Context: an optimization exercise on an open-source flow, tuned for small area, a short achievable clock period and few clock cycles per item. The choices shown serve that exercise and are no tape-out recipe. Function was checked by simulation only, so behaviour that the tests miss may differ from the original.

==> run a: inputs <==
## asin_iter
module asin_iter (
    input  logic        clk,
    input  logic        rst,
    input  logic        start,
    input  logic [31:0] x,
    output logic        busy,
    output logic        done,
    output logic [31:0] asin,
    output logic        sat
);
    localparam int ITERS = 9;   
    typedef enum logic [1:0] {IDLE, TAB, PA, PB} state_t;
    state_t             state;
    logic [3:0]         it;
    logic               sat_r;
    logic signed [17:0] xr;       
    logic signed [17:0] m;        
    logic               e;        
    logic [16:0]        am;       
    logic [18:0]        am3;      
    logic               mneg;     
    logic [19:0]        sin;      
    logic [17:0]        p3r;      
    localparam logic signed [17:0] T1 = 18'sd0;
    localparam logic [16:0] t2_0 = 17'd84730;
    localparam logic [16:0] t2_1 = 17'd46342;
    function automatic logic [15:0] t3_0(input logic [0:0] i);
        case (i)
            1'd0: t3_0 = 16'd4988;
            1'd1: t3_0 = 16'd25080;
            default: t3_0 = '0;
        endcase
    endfunction
    function automatic logic [15:0] t3_1(input logic [0:0] i);
        case (i)
            1'd0: t3_1 = 16'd40456;
            1'd1: t3_1 = 16'd60548;
            default: t3_1 = '0;
        endcase
    endfunction
    function automatic logic [14:0] t4_0(input logic [1:0] i);
        case (i)
            2'd0: t4_0 = 15'd1259;
            2'd1: t4_0 = 15'd29126;
            2'd2: t4_0 = 15'd12786;
            2'd3: t4_0 = 15'd21724;
            default: t4_0 = '0;
        endcase
    endfunction
    function automatic logic [14:0] t4_1(input logic [1:0] i);
        case (i)
            2'd0: t4_1 = 15'd11044;
            2'd1: t4_1 = 15'd19982;
            2'd2: t4_1 = 15'd3642;
            2'd3: t4_1 = 15'd31509;
            default: t4_1 = '0;
        endcase
    endfunction
    function automatic logic [13:0] t5_0(input logic [2:0] i);
        case (i)
            3'd0: t5_0 = 14'd316;
            3'd1: t5_0 = 14'd7738;
            3'd2: t5_0 = 14'd7576;
  ...
export LEC_CHECK = 0
export ABC_AREA = 1
export CAP_MARGIN = 20
export CORE_MARGIN = 2
export CORE_UTILIZATION = 40
export CTS_CLUSTER_DIAMETER = 25
export CTS_CLUSTER_SIZE = 10
export SLEW_MARGIN = 20
create_clock -name core_clock -period 130.0 [get_ports {clk}]
standard.sh (not shown) runs the stock make flow with config.mk's settings and CLKGATE_MAP_FILE= SYNTH_SCRIPT=/design/flow/synth_recipe.tcl, a recipe that flattens the netlist after the stock synthesis.
==> flow/flow/run.sh <==
#!/bin/bash
# The standard layout, except that between synthesis and floorplan the netlist's
# full adders are re-polarised by fixinv.py to drop inverters between them
# (a full adder is self-dual). Each step logs to a file of its own here.
set -euo pipefail
R=orfs/results/${FLOW_PLATFORM}/asin_iter/base
bash standard.sh synth > synth.log 2>&1
cp "$R/1_2_yosys.v" yosys_netlist_before_fixinv.v
python3 flow/fixinv.py "$R/1_2_yosys.v" > fixinv.log 2>&1
rm -f "$R/1_synth.odb" "$R/1_synth.sdc"
bash standard.sh finish > layout.log 2>&1
Other scripts of this flow, unchanged in this note and not shown: flow/flow/fixinv.py
==> run b: changes against run a <==
--- a/flow/config.mk
+++ b/flow/config.mk
@@ -13,2 +13,2 @@
 export CTS_CLUSTER_SIZE = 10
-export SLEW_MARGIN = 20
+export SLEW_MARGIN = 45
==> results.json <==
{
  "status": "finished clean",
  "postLayoutSetupSlackWorst_ps": 101000,
  "diodes": 6,
  "clk_latency_ps": 430,
  "hold_slack_ps": 526,
  "syn2layout_area_growth_pct": 5.43,
  "layout.cells.non_filler": 9087,
  "antenna_found_initial": 13,
  "multi_input_area_um2": 46200,
  "place_ws_ps": 101730,
  "layout_common_cells": "nand2_1 (1419), inv_1 (918), fa_1 (651), ha_1 (609), a21oi_1 (542)",
  "grt_use_total": 0.382,
  "final.period_utilization": 0.223
}
the above is filed under run b

==> results.json <==
{
  "grt_use_total": 0.382,
  "antenna_found_initial": 6,
  "multi_input_area_um2": 46100,
  "final.period_utilization": 0.221,
  "postLayoutSetupSlackWorst_ps": 101250,
  "layout_common_cells": "nand2_1 (1420), inv_1 (920), fa_1 (651), ha_1 (618), a21oi_1 (542)",
  "clk_latency_ps": 440,
  "hold_slack_ps": 528,
  "diodes": 4,
  "status": "finished clean"
}
the above is filed under run a

Testbench counts of run a, summed over its fixed seeds: cycles 18,918, items 1,024.
Testbench counts of run b, summed over its fixed seeds: cycles 18,918, items 1,024.

## what the ideal ports hide
No port has a modelled driver above. Below, the same layouts with a new extraction and two added sets of constraints.
Step 1 (the two cells are an assumption about what drives the block):
set clk [get_ports {clk}]
set_driving_cell -lib_cell sky130_fd_sc_hd__clkbuf_16 $clk
set_driving_cell -lib_cell sky130_fd_sc_hd__buf_2 [delete_from_list [all_inputs] $clk]
Step 2 times the ports against the registers' clock, not the clock port: input delays grow and output delays shrink by t, the midpoint of the rising clock arrivals with the driver on.
Three values: ideal ports, drivers, drivers and shift; two values: the first two.
run	t (ns)	slack for setup (ns)	latest minus earliest clock arrival (ns)
run a	0.494	101.253 / 101.253 / 101.253	0.025 / 0.025
run b	0.490	101.002 / 101.002 / 101.002	0.026 / 0.027
After both steps setup and hold are still met in every run listed.
